From an optimization exercise on the open Yosys and OpenROAD flow, aimed at small area, a short achievable clock period and few clock cycles; shortcuts taken in it are not production practice. The RTL was checked by simulation tests, not by an equivalence proof against the original design.

==> design/flow/design.v <==
`timescale 1ns / 1ps
`default_nettype none
package sarpd_pkg;
	localparam logic [2:0] OP_SET     = 3'd0;
	localparam logic [2:0] OP_OPEN    = 3'd1;
	localparam logic [2:0] OP_CLOSE   = 3'd2;
	localparam logic [2:0] OP_RAMP    = 3'd3;
	localparam logic [2:0] OP_DISABLE = 3'd4;
	localparam logic [2:0] OP_ENABLE  = 3'd5;
	localparam logic [2:0] REG_MIN_PULSE  = 3'd0;
	localparam logic [2:0] REG_PULSE_SPAN = 3'd1;
	localparam logic [2:0] REG_MAX_ANGLE  = 3'd2;
	localparam logic [2:0] REG_CLOSED     = 3'd3;
	localparam logic [2:0] REG_OPEN       = 3'd4;
	localparam logic [2:0] REG_PERIOD     = 3'd5;
	localparam logic [1:0] DOOR_CLOSED  = 2'd0;
	localparam logic [1:0] DOOR_OPEN    = 2'd1;
	localparam logic [1:0] DOOR_UNKNOWN = 2'd2;
	localparam int unsigned DOOR_TOL = 5;
	typedef struct packed {
		logic [2:0]  operation;
		logic [9:0]  angle;
		logic [15:0] ramp_ms;
	} cmd_t;
	typedef struct packed {
		logic [12:0] duty_cmp;
		logic [9:0]  angle_now;
		logic [1:0]  door_state;
		logic        enabled;
		logic        status;
		logic [10:0] hold_ms;
		logic        last;
	} res_t;
endpackage
`default_nettype wire
`timescale 1ns / 1ps
`default_nettype none
import sarpd_pkg::*;
module servo_angle_ramp_pwm_duty_top (
	input  wire logic        clk,
	input  wire logic        arst_n,
	input  wire logic        cmd_valid,
	output logic             cmd_ready,
	input  sarpd_pkg::cmd_t  cmd,
	output logic             res_valid,
	input  wire logic        res_ready,
	output sarpd_pkg::res_t  res,
	input  wire logic        cfg_we,
	input  wire logic [2:0]  cfg_index,
	input  wire logic [15:0] cfg_data
);
	localparam logic [1:0] K_MOVE = 2'd0;
	localparam logic [1:0] K_DIS  = 2'd1;
	localparam logic [1:0] K_EN   = 2'd2;
	localparam logic [1:0] K_NOP  = 2'd3;
	localparam logic [1:0] G_IDLE = 2'd0;
	localparam logic [1:0] G_WAIT = 2'd1;
	localparam logic [1:0] G_PREP = 2'd2;
	localparam logic [1:0] G_RUN  = 2'd3;
	logic [11:0] min_q;
	logic [11:0] span_q;
	logic [9:0]  max_q;
	logic [9:0]  closed_q;
	logic [9:0]  open_q;
	logic [15:0] per_q;
	logic [15:0] per_eff;
	assign per_eff = (per_q == 16'd0) ? 16'd1 : per_q;
	always_ff @(posedge clk or negedge arst_n) begin
		if (!arst_n) begin
			min_q    <= 12'd500;
			span_q   <= 12'd2000;
			max_q    <= 10'd180;
			closed_q <= 10'd0;
			open_q   <= 10'd90;
			per_q    <= 16'd20000;
		end else if (cfg_we) begin
			case (cfg_index)
				REG_MIN_PULSE:  min_q    <= cfg_data[11:0];
				REG_PULSE_SPAN: span_q   <= cfg_data[11:0];
				REG_MAX_ANGLE:  max_q    <= cfg_data[9:0];
				REG_CLOSED:     closed_q <= cfg_data[9:0];
				REG_OPEN:       open_q   <= cfg_data[9:0];
				REG_PERIOD:     per_q    <= cfg_data;
				default:        ;
			endcase
		end
	end
	logic [31:0] s_q;
	logic [9:0]  srem_q;
	logic [4:0]  s_cnt;
	logic        s_load;
	logic        s_ok;
	logic [31:0] s_nq;
	logic [9:0]  s_nr;
	always_comb begin
		logic [10:0] r2;
		s_nq = s_q;
		s_nr = srem_q;
		for (int k = 0; k < 2; k++) begin
			r2   = {s_nr, s_nq[31]};
			s_nq = {s_nq[30:0], 1'b0};
			if (r2 >= {1'b0, max_q}) begin
				r2      = r2 - {1'b0, max_q};
				s_nq[0] = 1'b1;
			end
			s_nr = r2[9:0];
		end
	end
	always_ff @(posedge clk or negedge arst_n) begin
		if (!arst_n) begin
			s_load <= 1'b1;
			s_ok   <= 1'b0;
			s_cnt  <= '0;
		end else if (cfg_we && (cfg_index == REG_PULSE_SPAN || cfg_index == REG_MAX_ANGLE)) begin
			s_load <= 1'b1;
			s_ok   <= 1'b0;
		end else if (s_load) begin
			s_load <= 1'b0;
			s_cnt  <= 5'd16;
		end else if (s_cnt != 5'd0) begin
			s_cnt <= s_cnt - 5'd1;
			if (s_cnt == 5'd1)
				s_ok <= 1'b1;
		end
	end
	always_ff @(posedge clk) begin
		if (s_load) begin
			s_q    <= {span_q, 10'd0, max_q};
			srem_q <= '0;
		end else if (s_cnt != 5'd0) begin
			s_q    <= s_nq;
			srem_q <= s_nr;
		end
	end
	logic [27:0] t_q;
	logic [15:0] trem_q;
	logic [3:0]  t_cnt;
	logic        t_load;
	logic        t_ok;
	logic [3:0]  lm1_q;
	logic [3:0]  msb;
	logic [15:0] t_rinit;
	logic [27:0] t_ninit;
	logic [27:0] t_nq;
	logic [15:0] t_nr;
	always_comb begin
		msb = 4'd0;
		for (int b = 0; b < 16; b++)
			if (per_eff[b])
				msb = 4'(b);
	end
	always_comb begin
		t_rinit = (msb == 4'd15) ? 16'd16382 : (16'd8191 >> (4'd14 - msb));
		for (int j = 0; j < 28; j++)
			t_ninit[j] = ((j < 16) ? per_eff[j % 16] : 1'b0) |
				((5'(j) >= 5'd14 + {1'b0, msb}) && (6'(j) <= 6'd26 + {2'b0, msb}));
	end
	always_comb begin
		logic [16:0] r2;
		t_nq = t_q;
		t_nr = trem_q;
		for (int k = 0; k < 2; k++) begin
			r2   = {t_nr, t_nq[27]};
			t_nq = {t_nq[26:0], 1'b0};
			if (r2 >= {1'b0, per_eff}) begin
				r2      = r2 - {1'b0, per_eff};
				t_nq[0] = 1'b1;
			end
			t_nr = r2[15:0];
		end
	end
	always_ff @(posedge clk or negedge arst_n) begin
		if (!arst_n) begin
			t_load <= 1'b1;
			t_ok   <= 1'b0;
			t_cnt  <= '0;
		end else if (cfg_we && cfg_index == REG_PERIOD) begin
			t_load <= 1'b1;
			t_ok   <= 1'b0;
		end else if (t_load) begin
			t_load <= 1'b0;
			t_cnt  <= 4'd14;
		end else if (t_cnt != 4'd0) begin
			t_cnt <= t_cnt - 4'd1;
			if (t_cnt == 4'd1)
				t_ok <= 1'b1;
		end
	end
	always_ff @(posedge clk) begin
		if (t_load) begin
			t_q    <= t_ninit;
			trem_q <= t_rinit;
			lm1_q  <= msb;
		end else if (t_cnt != 4'd0) begin
			t_q    <= t_nq;
			trem_q <= t_nr;
		end
	end
	logic        vI, vM, vA, vC;
	logic [1:0]  kI, kM, kA, kC;
	logic [9:0]  aI, aM, aA, aC;
	logic        lastI, lastM, lastA, lastC;
	logic        rpI, rpM;
	logic [11:0] q1M;
	logic [12:0] pulseA;
	logic        rejA, rejC;
	logic [1:0]  doorA, doorC;
	logic [10:0] holdA, holdC;
	logic [12:0] dutyC;
	logic [9:0]  a_pred;
	logic [1:0]  gen_q;
	logic [9:0]  tgt_q;
	logic [15:0] rms_q;
	logic [11:0] x_q;
	logic [9:0]  p_q;
	logic [5:0]  r_q;
	logic [5:0]  i_q;
	logic [5:0]  dq_q;
	logic [5:0]  dr_q;
	logic [4:0]  hrem_q;
	logic [5:0]  hhi_q;
	logic [10:0] hold_q;
	logic        adv;
	logic        sk_v;
	logic [31:0] prod1;
	logic [12:0] pulse_m;
	logic        rej_m;
	logic        kill;
	logic [1:0]  door_m;
	logic [39:0] prod2;
	logic [25:0] prod2_hi;
	logic [12:0] duty_a;
	assign adv = !sk_v
		&& !(vI && kI == K_MOVE && !s_ok)
		&& !(vA && kA == K_MOVE && !rejA && !t_ok);
	assign cmd_ready = (gen_q == G_IDLE) && adv;
	assign prod1   = {22'd0, aI} * s_q;
	assign pulse_m = {1'b0, min_q} + {1'b0, q1M};
	assign rej_m   = ({3'd0, pulse_m} > per_eff);
	assign kill    = vM && kM == K_MOVE && rpM && rej_m;
	always_comb begin
		if ({1'b0, aM} <= {1'b0, closed_q} + 11'd5)
			door_m = DOOR_CLOSED;
		else if ({1'b0, aM} + 11'd5 >= {1'b0, open_q})
			door_m = DOOR_OPEN;
		else
			door_m = DOOR_UNKNOWN;
	end
	assign prod2    = {27'd0, pulseA} * {13'd0, t_q[26:0]};
	assign prod2_hi = prod2[39:14];
	assign duty_a   = 13'(prod2_hi >> lm1_q);
	logic [4:0]  h1_r;
	logic [5:0]  h1_q;
	logic [4:0]  h2_r;
	logic [4:0]  h2_q;
	always_comb begin
		logic [5:0] r2;
		h1_r = {1'b0, rms_q[15:12]};
		for (int k = 0; k < 6; k++) begin
			r2 = {h1_r, rms_q[11 - k]};
			if (r2 >= 6'd25) begin
				r2 = r2 - 6'd25;
				h1_q[5 - k] = 1'b1;
			end else begin
				h1_q[5 - k] = 1'b0;
			end
			h1_r = r2[4:0];
		end
		h2_r = hrem_q;
		for (int k = 0; k < 5; k++) begin
			r2 = {h2_r, rms_q[5 - k]};
			if (r2 >= 6'd25) begin
				r2 = r2 - 6'd25;
				h2_q[4 - k] = 1'b1;
			end else begin
				h2_q[4 - k] = 1'b0;
			end
			h2_r = r2[4:0];
		end
	end
	always_ff @(posedge clk) begin
		hrem_q <= h1_r;
		hhi_q  <= h1_q;
		hold_q <= {hhi_q, h2_q};
	end
	logic [5:0] dv_q;
	logic [4:0] dv_r;
	always_comb begin
		logic [5:0] r2;
		dv_r = x_q[11:7];
		for (int k = 0; k < 6; k++) begin
			r2 = {dv_r, x_q[6 - k]};
			if (r2 >= 6'd25) begin
				r2 = r2 - 6'd25;
				dv_q[5 - k] = 1'b1;
			end else begin
				dv_q[5 - k] = 1'b0;
			end
			dv_r = r2[4:0];
		end
	end
	logic [6:0]  r_sum;
	logic        r_c;
	logic [9:0]  p_next;
	logic [5:0]  r_next;
	assign r_sum  = {1'b0, r_q} + {1'b0, dr_q};
	assign r_c    = (r_sum >= 7'd50);
	assign r_next = r_c ? 6'(r_sum - 7'd50) : r_sum[5:0];
	assign p_next = 10'(p_q + {{4{dq_q[5]}}, dq_q} + {9'd0, r_c});
	logic [9:0] src_angle;
	always_comb begin
		case (cmd.operation)
			OP_OPEN:  src_angle = open_q;
			OP_CLOSE: src_angle = closed_q;
			default:  src_angle = cmd.angle;
		endcase
	end
	logic setup_ok;
	assign setup_ok = (gen_q == G_WAIT) && !(vI && kI == K_MOVE) && !(vM && kM == K_MOVE);
	always_ff @(posedge clk or negedge arst_n) begin
		if (!arst_n) begin
			vI     <= 1'b0;
			vM     <= 1'b0;
			vA     <= 1'b0;
			vC     <= 1'b0;
			gen_q  <= G_IDLE;
			a_pred <= '0;
		end else begin
			if (gen_q == G_PREP)
				gen_q <= G_RUN;
			if (adv) begin
				vC <= vA;
				vA <= vM;
				vM <= vI && !(kill && rpI);
				if (vM && kM == K_MOVE && !rej_m)
					a_pred <= aM;
				vI <= 1'b0;
				case (gen_q)
					G_IDLE: begin
						if (cmd_valid) begin
							if (cmd.operation == OP_RAMP)
								gen_q <= G_WAIT;
							else
								vI <= 1'b1;
						end
					end
					G_WAIT: begin
						if (setup_ok) begin
							vI <= 1'b1;
							if (tgt_q == a_pred)
								gen_q <= G_IDLE;
							else
								gen_q <= G_PREP;
						end
					end
					G_RUN: begin
						if (kill) begin
							gen_q <= G_IDLE;
						end else begin
							vI <= 1'b1;
							if (i_q == 6'd50)
								gen_q <= G_IDLE;
						end
					end
					default: ;
				endcase
			end
		end
	end
	always_ff @(posedge clk) begin
		if (gen_q == G_PREP) begin
			dq_q <= dv_q - 6'd21;
			dr_q <= {dv_r, x_q[0]};
		end
		if (adv) begin
			kC     <= kA;
			aC     <= aA;
			doorC  <= doorA;
			rejC   <= rejA;
			lastC  <= lastA;
			holdC  <= holdA;
			dutyC  <= duty_a;
			kA     <= kM;
			aA     <= aM;
			doorA  <= door_m;
			pulseA <= pulse_m;
			rejA   <= (kM == K_MOVE) && rej_m;
			lastA  <= lastM || ((kM == K_MOVE) && rej_m);
			holdA  <= (kM == K_MOVE && rpM && !lastM && !rej_m) ? hold_q : 11'd0;
			kM     <= kI;
			aM     <= aI;
			q1M    <= prod1[31:20];
			lastM  <= lastI;
			rpM    <= rpI;
			case (gen_q)
				G_IDLE: begin
					if (cmd_valid) begin
						case (cmd.operation)
							OP_SET, OP_OPEN, OP_CLOSE: kI <= K_MOVE;
							OP_DISABLE:                kI <= K_DIS;
							OP_ENABLE:                 kI <= K_EN;
							default:                   kI <= K_NOP;
						endcase
						aI    <= (src_angle > max_q) ? max_q : src_angle;
						lastI <= 1'b1;
						rpI   <= 1'b0;
						tgt_q <= (cmd.angle > max_q) ? max_q : cmd.angle;
						rms_q <= cmd.ramp_ms;
					end
				end
				G_WAIT: begin
					kI    <= (tgt_q == a_pred) ? K_NOP : K_MOVE;
					aI    <= (a_pred > max_q) ? max_q : a_pred;
					lastI <= (tgt_q == a_pred);
					rpI   <= (tgt_q != a_pred);
					p_q   <= a_pred;
					r_q   <= 6'd25;
					i_q   <= 6'd1;
					x_q   <= 12'({2'b0, tgt_q} + 12'd1050 - {2'b0, a_pred});
				end
				G_RUN: begin
					kI    <= K_MOVE;
					aI    <= (p_next > max_q) ? max_q : p_next;
					lastI <= (i_q == 6'd50);
					rpI   <= 1'b1;
					p_q   <= p_next;
					r_q   <= r_next;
					i_q   <= i_q + 6'd1;
				end
				default: ;
			endcase
		end
	end
	sarpd_pkg::res_t res_q;
	logic            res_valid_q;
	sarpd_pkg::res_t res_new;
	sarpd_pkg::res_t sk_q;
	logic            commit;
	logic            res_free;
	always_comb begin
		res_new = res_q;
		res_new.status  = 1'b0;
		res_new.hold_ms = 11'd0;
		res_new.last    = 1'b1;
		case (kC)
			K_MOVE: begin
				if (rejC) begin
					res_new.status = 1'b1;
				end else begin
					res_new.duty_cmp   = dutyC;
					res_new.angle_now  = aC;
					res_new.door_state = doorC;
					res_new.enabled    = 1'b1;
					res_new.hold_ms    = holdC;
					res_new.last       = lastC;
				end
			end
			K_DIS: begin
				res_new.duty_cmp = 13'd0;
				res_new.enabled  = 1'b0;
			end
			K_EN: begin
				res_new.enabled = 1'b1;
			end
			default: ;
		endcase
	end
	assign commit   = adv && vC;
	assign res_free = (!res_valid_q || res_ready) && !(cmd_valid && cmd_ready && res_ready);
	always_ff @(posedge clk or negedge arst_n) begin
		if (!arst_n) begin
			res_q       <= '0;
			res_valid_q <= 1'b0;
			sk_v        <= 1'b0;
		end else begin
			if (res_free && (sk_v || commit)) begin
				res_q       <= sk_v ? sk_q : res_new;
				res_valid_q <= 1'b1;
				sk_v        <= 1'b0;
			end else begin
				if (res_ready)
					res_valid_q <= 1'b0;
				if (commit)
					sk_v <= 1'b1;
			end
		end
	end
	always_ff @(posedge clk) begin
		if (commit)
			sk_q <= res_new;
	end
	assign res_valid = res_valid_q;
	assign res       = res_q;
endmodule
`default_nettype wire
==> design/flow/run.sh <==
#!/bin/bash
# synth_recipe.tcl (not shown) runs the flow's synth.tcl, then flattens the netlist and writes it again
# the make line also repeats each setting of config.mk as NAME=value (left out here)
make -C /OpenROAD-flow-scripts/flow DESIGN_CONFIG=/design/flow/config.mk WORK_HOME=/design/flow/orfs CLKGATE_MAP_FILE= SYNTH_SCRIPT=/design/flow/synth_recipe.tcl finish
==> design/flow/config.mk <==
export PLATFORM = sky130hd
export DESIGN_NAME = servo_angle_ramp_pwm_duty_top
export DESIGN_NICKNAME = servo_angle_ramp_pwm_duty_top
export VERILOG_FILES = /design/flow/design.v
export SDC_FILE = /design/flow/constraint.sdc
export NUM_CORES = 4
export LEC_CHECK = 0
export ABC_CLOCK_PERIOD_IN_PS = 4000
export CAP_MARGIN = 20
export CORE_MARGIN = 2
export CORE_UTILIZATION = 40
export SETUP_SLACK_MARGIN = 3.5
export SLEW_MARGIN = 20
==> design/flow/constraint.sdc <==
create_clock -name core_clock -period 8.0 [get_ports {clk}]
set_input_delay 1.6000 -clock core_clock [delete_from_list [all_inputs] [get_ports {clk}]]
set_output_delay 1.6000 -clock core_clock [all_outputs]
set_load 0.01 [all_outputs]
==> results of run 1 <==
critical path, cell delays in order, from the launching register on:
cell and delay (ns):
edfxtp_1 0.51, buf_6 0.18, buf_4 0.11, nand2_2 0.05, fa_1 0.47, inv_1 0.05, fa_1 0.48, inv_1 0.05
fa_1 0.47, inv_1 0.05, fa_1 0.46, fa_1 0.57, ha_4 0.21, a21oi_1 0.13, nor2b_1 0.07, o21ai_2 0.17
a31oi_4 0.16, o41a_1 0.52, a2111oi_4 0.36, o21ai_2 0.15, a311o_1 0.37, nand3_1 0.09, o21ai_1 0.08, o21ai_2 0.09
nor2_1 0.05, a21o_1 0.20, mux4_2 0.46
flip-flops by register name, indices dropped and copies added, names as in the netlist, 11 cells and up:
name / cells
res_q: 39
sk_q: 39
s_q: 32
t_q: 28
per_q: 16
trem_q: 16
rms_q: 15
dutyC: 13
pulseA: 13
min_q: 12
q1M: 12
span_q: 12
x_q: 12
holdA: 11
holdC: 11
hold_q: 11
path summary, 6_finish.rpt:
kind / to / slack [ns]
setup / recovery: dutyC[6] / 1.13
hold / removal: hold_q[8] / 0.32
setup reg to reg: dutyC[6] / 1.13
hold reg to reg: hold_q[8] / 0.32
max in group asynchronous: max_q[1] / 5.56
min in group asynchronous: res_valid_q / 1.11
cell families after synthesis:
| group | share of synthesized area [%] |
|---|---|
| simple gates | 15.8 |
| compound gates | 12.1 |
| fa+ha+maj | 29.7 |
| buf+inv | 6.71 |
| flops | 28.4 |
| mux | 4.35 |
| xor+xnor | 2.91 |
area by class of cell:
cell class              count  area [um^2]  share of cell area, %
multi-input cells        3590        33400                   57.5
flip-flops and latches    482        13400                   23.1
repair buffers            571         5240                   9.01
inverters                 623         2380                   4.09
well taps                1524         1910                   3.28
clock buffers              77         1530                   2.63
clock inverters            25          249                  0.428
diodes                      1         2.50                0.00430
metrics by stage:
step | std cells | setup slack [ns] | hold WS (ns) | instance area [um^2]
2_1_floorplan | 4909 | 0.697 | 0.310 | 48200
3_3_place_gp | 6384 | 0.313 | 0.311 | 50500
5_1_grt | 6893 | 0.954 | 0.321 | 58100
4_1_cts | 6793 | 1.19 | 0.322 | 56200
6_report | 6893 | 1.13 | 0.322 | 58100
3_5_place_dp | 6384 | 0.182 | 0.313 | 50500
metal layers:
metal  track usage (%)  vias to the layer above  part of all wire, %  wire (um)
li1                  -                    17302                    -          -
met1              28.8                    18660                   44      57800
met2              36.5                      928                   48      63900
met3              2.43                      247                  4.7       6250
met4              6.32                        2                  3.4       4560
met5                 0                        -               0.0091         12
synthesized netlist by cell type, types with 45 or more instances:
cell / instances
nand2_1: 591
a21o_1: 55
nor3_1: 65
inv_1: 619
nand3_1: 45
a21oi_1: 238
fa_1: 480
nor2_1: 220
dfrtp_1: 113
xnor2_1: 109
clkbuf_1: 206
xor2_1: 46
ha_1: 353
mux2_2: 104
edfxtp_1: 300
and2_1: 370
nor2b_1: 53
o21ai_0: 263
mux2i_1: 73
what timing repair did:
| action | in CTS | in global routing |
|---|---|---|
| buffers inserted | 303 | 95 |
| setup endpoints to repair | 110 | 109 |
| gates resized for setup | 301 | 228 |
| hold buffers | 0 | 0 |
| pin swaps | 241 | 186 |
| gates cloned | 4 | 4 |
layout by cell type (no fill, tap or decap), types with 91 or more instances in the layout:
cell type | netlist | layout
buf_4 | 1 | 369
nand2_1 | 591 | 557
fa_1 | 480 | 447
mux2_2 | 104 | 96
clkdlybuf4s50_1 | 0 | 91
a21oi_1 | 238 | 193
inv_1 | 619 | 582
edfxtp_1 | 300 | 300
o21ai_0 | 263 | 203
and2_1 | 370 | 345
nor2_1 | 220 | 203
ha_1 | 353 | 292
dfrtp_1 | 113 | 109
==> impl_metrics.toml, run 1 <==
[routing]
vias_per_cell = 5.39
via_count = 37139
wl_um = 133000
drt-initial-drc-count = 2262
dr.pass1.iters = 5
drc = 0
wl_per_cell_um = 19.2
drt.antenna.violating_nets = 0

[grt]
track_usage_pct = 21.5
grt_max_degree = 89
gr-total-overflow = 0
antenna_found_initial = 4
grt_pass1_vias = 37425
grt_pass1_wl_um = 207000

[critical_path]
cp.required_ns = 8.34
crit_start = "pulseA[3]"
r2r-start = "pulseA[3]"
cp-start-kind = "register"
critPathKind = "register to register"
critPathCaptureType = "register"
rr_worst_depth = 26
cp.arrival_ns = 7.21
crit_path_max_fanout = 5

[sta]
min_period_over_period_pct = 85.8
slew_headroom_pct = 31.0
worst_pin_slew_ns = 1.03
finalCriticalPeriod_ns = 6.87
setup_tns_ns = 0
setup_viol = 0
maxSlewViolCount = 0
rsz0062_at_grt = "yes"
fin_skew_ns = 0.0278
finalHoldViolCount = 0
clock.fmax_mhz = 146

[worst_hold_path]
hold_path_class = "register to register"
worstHoldStart = "hhi_q[3]"
hold_depth = 0

[cells_and_area]
utilization_pct = 49.9
fillers = 10456
area_delta_synth_final_pct = 23.3
final_net_count = 6208
drive_gt1_share_pct = 22.5

[clock_network]
htreeDepth = 2
cts_tree = "done"
cts_buffers = 54
worstSkewPairLatency_ns = 0.63
clockBufferDepth = 3
clock-sinks = 482
root_buffer = "clkbuf_16"
clk_pin_slew_ns = 0.06

[yosys]
ys_ff_latch = 482
yosysTopAreaCellShare_pct = 20.4
synthCells = 4909
synth-edff-count = 300
ys_seq_area_share_pct = 28.4
syn-cell-area_um2 = 47200
syn_area_per_cell_um2 = 9.61
ys.warnings.count = 1
synth-main-ff-cell = "edfxtp_1"
ys_top_cells_by_area = "fa_1, edfxtp_1, ha_1"
postSynth.asyncResetShare_pct = 29.0
yosysTopAreaCell = "fa_1"
synth_cell_types = 102
syn_nets = 5795

[status]
status = "no timing/DRC/antenna violations"

[place]
numPortBuffers = 92
dp_hpwl_um = 92400
gp_congestion = 0.892

[floorplanning]
initial_core_util_pct = 40.5
io_pins = 94
die_y_um = 347
dieArea_um2 = 121000
core_area_um2 = 117000
core.rowCount = 125
die_w_um = 347

[job]
drv_cap = 0
Testbench counts, summed over its fixed seeds: cycles 19,265.
==> run 2, diff against run 1 <==
--- a/design/flow/config.mk
+++ b/design/flow/config.mk
@@ -5,9 +5,7 @@
 export SDC_FILE = /design/flow/constraint.sdc
 export NUM_CORES = 4
 export LEC_CHECK = 0
-export ABC_CLOCK_PERIOD_IN_PS = 4000
 export CAP_MARGIN = 20
 export CORE_MARGIN = 2
 export CORE_UTILIZATION = 40
-export SETUP_SLACK_MARGIN = 3.5
 export SLEW_MARGIN = 20
==> run 2 against run 1 <==
Against the previous run: still clean; core utilization is 5.1 points lower; synthesized area stayed put.
==> impl_metrics.toml, run 2 <==
[floorplanning]
dieArea_um2 = 121000
io_pins = 94
die_y_um = 347
core_area_um2 = 117000
die_w_um = 347
initial_core_util_pct = 40.5
core.rowCount = 125

[worst_hold_path]
hold_depth = 0
holdPathEnd = "hold_q[7]"
hold_path_class = "register to register"
worstHoldStart = "hhi_q[2]"

[yosys]
syn_nets = 5795
synth_cell_types = 102
synth.mux.area_fraction_pct = 4.35
syn-cell-area_um2 = 47200
synth-compound-area-share_pct = 12.1
synth_fa_ha_area_share_pct = 29.7
ys.warnings.count = 1
postSynth.asyncResetShare_pct = 29.0
yosysTopAreaCellShare_pct = 20.4
synthCells = 4909
synth_simple_gate_area_share_pct = 15.8
synth_xor_area_share_pct = 2.91
syn_area_per_cell_um2 = 9.61
yosysMostFrequentCell = "inv_1"
ys_ff_latch = 482
synth_top_family_by_area = "adder cells"
ys_top_cells_by_area = "fa_1, edfxtp_1, ha_1"
ys_seq_area_share_pct = 28.4
synth_common_cells = "inv_1, nand2_1, fa_1"
synth-main-ff-cell = "edfxtp_1"
yosysTopAreaCell = "fa_1"
synth-edff-count = 300

[grt]
grt_pass1_vias = 35633
track_usage_pct = 20.7
met2_usage_pct = 35.0
grt_most_used_layer = "met2"
grt_use_met1_pct = 28.3
antenna_found_initial = 3
grt_pass1_wl_um = 199000
met3_usage_pct = 2.42
grt_max_degree = 73
gr-total-overflow = 0

[routing]
dr.pass1.iters = 8
drt.antenna.violating_nets = 0
wl_um = 123000
wl_per_cell_um = 18.8
drt-initial-drc-count = 2636
vias_per_cell = 5.37
via_count = 35108
drc = 0

[job]
drv_cap = 0

[cells_and_area]
drive_gt1_share_pct = 8.53
final_cell_mix = "inv_1, nand2_1, fa_1, and2_1, ha_1"
final_net_count = 5857
final_common_cell = "inv_1"
layout.cells.non_filler = 6542
largest_registers = "res_q x39, sk_q x39, s_q x32"
area_delta_synth_final_pct = 10.7

[clock_network]
root_buffer = "clkbuf_16"
htreeDepth = 2
worstSkewPairLatency_ns = 0.67
clock-sinks = 482
cts_buffers = 55
clk_pin_slew_ns = 0.06
cts_tree = "done"
clockBufferDepth = 3
cts-hold-fix-buffers = 0

[sta]
worst_pin_slew_ns = 1.05
slew_headroom_pct = 29.7
clock.fmax_mhz = 134
setup_tns_ns = 0
finalCriticalPeriod_ns = 7.48
fin_skew_ns = 0.0564
maxSlewViolCount = 0
min_period_over_period_pct = 93.5
setup_viol = 0
rsz0062_at_grt = "no"
finalHoldViolCount = 0

[critical_path]
cp.required_ns = 8.38
crit_top_cell = "fa_1"
cp.arrival_ns = 7.87
critPathSlowestCell = "fa_1"
cp_num_buf_inv = 4
reg2reg_to = "dutyC[7]"
critPathCaptureType = "register"
max_stage_delay_ns = 0.55
cp-start-kind = "register"
rr_worst_depth = 25
critPathKind = "register to register"
rrSetupSlack_ns = 0.52
cp_top_family = "adder cells"
r2r-start = "pulseA[6]"
crit_path_max_fanout = 19

[place]
dp_hpwl_um = 93400
gp_congestion = 0.893
post-place-cells = 6423
numPortBuffers = 92

[status]
status = "no timing/DRC/antenna violations"
==> run 2: cell count changes in the layout (fill, tap and decap cells not counted), sizes merged <==
cell,before,now
inv,618,622
clkinvlp,5,4
buf,477,129
clkbuf,80,69
bufinv,4,6
or3,15,14
clkinv,21,25
==> run 2: final cells by class <==
type | count | area (um^2)
multi-input combinational | 3589 | 30800
clock inverter | 34 | 410
tap | 1524 | 1910
antenna | 1 | 2.50
clock buffer | 69 | 1480
timing repair buffer | 220 | 1940
fill | 11044 | 64300
inverter | 623 | 2340
sequential | 482 | 13400
==> run 2: how the worst max path moves through the flow <==
stage,startpoint,end,slack (ns),depth (start not counted)
2_1_floorplan,per_q[12],trem_q[10],0.36,35
3_3_place_gp,x_q[6],dq_q[4],0.43,34
3_5_place_dp,x_q[6],dq_q[4],0.33,34
4_1_cts,x_q[6],dq_q[4],0.30,34
5_1_grt,per_q[11],trem_q[6],0.01,35
6_report,pulseA[6],dutyC[7],0.52,25
==> run 2: logic make-up after synthesis <==
logic type	count (synthesis)
AOI/OAI and AO/OA	894
xor gates and xnor gates	156
muxes	184
buffers and inverters	838
adders and majority gates	833
and+or+nand+nor	1522
DFF	482
==> run 2: what timing repair did <==
| action | CTS | global route |
|---|---|---|
| setup buffers | 0 | 15 |
| resized for setup | 0 | 15 |
| setup endpoints to repair | 0 | 29 |
| hold endpoints to repair | 0 | 0 |
==> run 2: layer usage <==
| layer | wire length, um | part of all wire, % | vias to the layer above |
|---|---|---|---|
| met3 | 6470 | 5.2 | 176 |
| met1 | 54800 | 44 | 17497 |
| met4 | 2860 | 2.3 | 0 |
| met5 | 0 | 0 | - |
| li1 | - | - | 16601 |
| met2 | 59200 | 48 | 834 |
==> run 2: worst reg2reg max path, stage by stage, from the launching register on <==
cell and delay [ns]:
edfxtp_1 0.52, buf_4 0.28, and2_1 0.22, fa_1 0.53, inv_1 0.05, fa_1 0.51, fa_1 0.45, fa_1 0.53
fa_1 0.55, inv_1 0.05, ha_1 0.35, nand2_1 0.15, nor4_1 0.41, buf_4 0.21, a21oi_1 0.06, a2bb2oi_1 0.31
or2_2 0.20, o211ai_1 0.17, a31oi_1 0.31, o21ai_0 0.18, a21boi_0 0.26, nand2_1 0.08, o211ai_1 0.14, nor2_1 0.07
a21o_1 0.18, mux4_2 0.45
==> run 2: through the flow <==
step	cell area, um^2	hold WS [ns]	utilization [%]	setup WS, ns
3_5_place_dp	50200	0.315	43.0	0.325
2_1_floorplan	47200	0.310	-	0.364
6_report	52200	0.323	44.8	0.518
4_1_cts	52000	0.328	44.7	0.299
5_1_grt	52200	0.334	44.8	0.0107
3_3_place_gp	50100	0.311	43.0	0.426

==> afterwards: timing with drivers on the ports <==
No port has a modelled driver above. Below, the same layouts with a new extraction and two added sets of constraints.
Step 1 sets driving cells, clkbuf_16 on the clock port and buf_2 on the other inputs (assumed; they add their load-dependent delay and slew).
Step 2 times the ports against the registers' clock, not the clock port: input delays grow and output delays shrink by t, the midpoint of the rising clock arrivals with the driver on.
a / b / c = ideal ports / drivers / drivers and shift; a / b = the first two.
| run | t, ns | setup slack, ns | worst setup path at the end | worst slew at a driven data input, ns |
|---|---|---|---|---|
| run 1 | 0.680 | 1.132 / 1.132 / 1.132 | register to register | 0.10 |
| run 2 | 0.711 | 0.518 / 0.518 / 0.518 | register to register | 0.16 |
After both steps setup and hold are still met in every run listed.
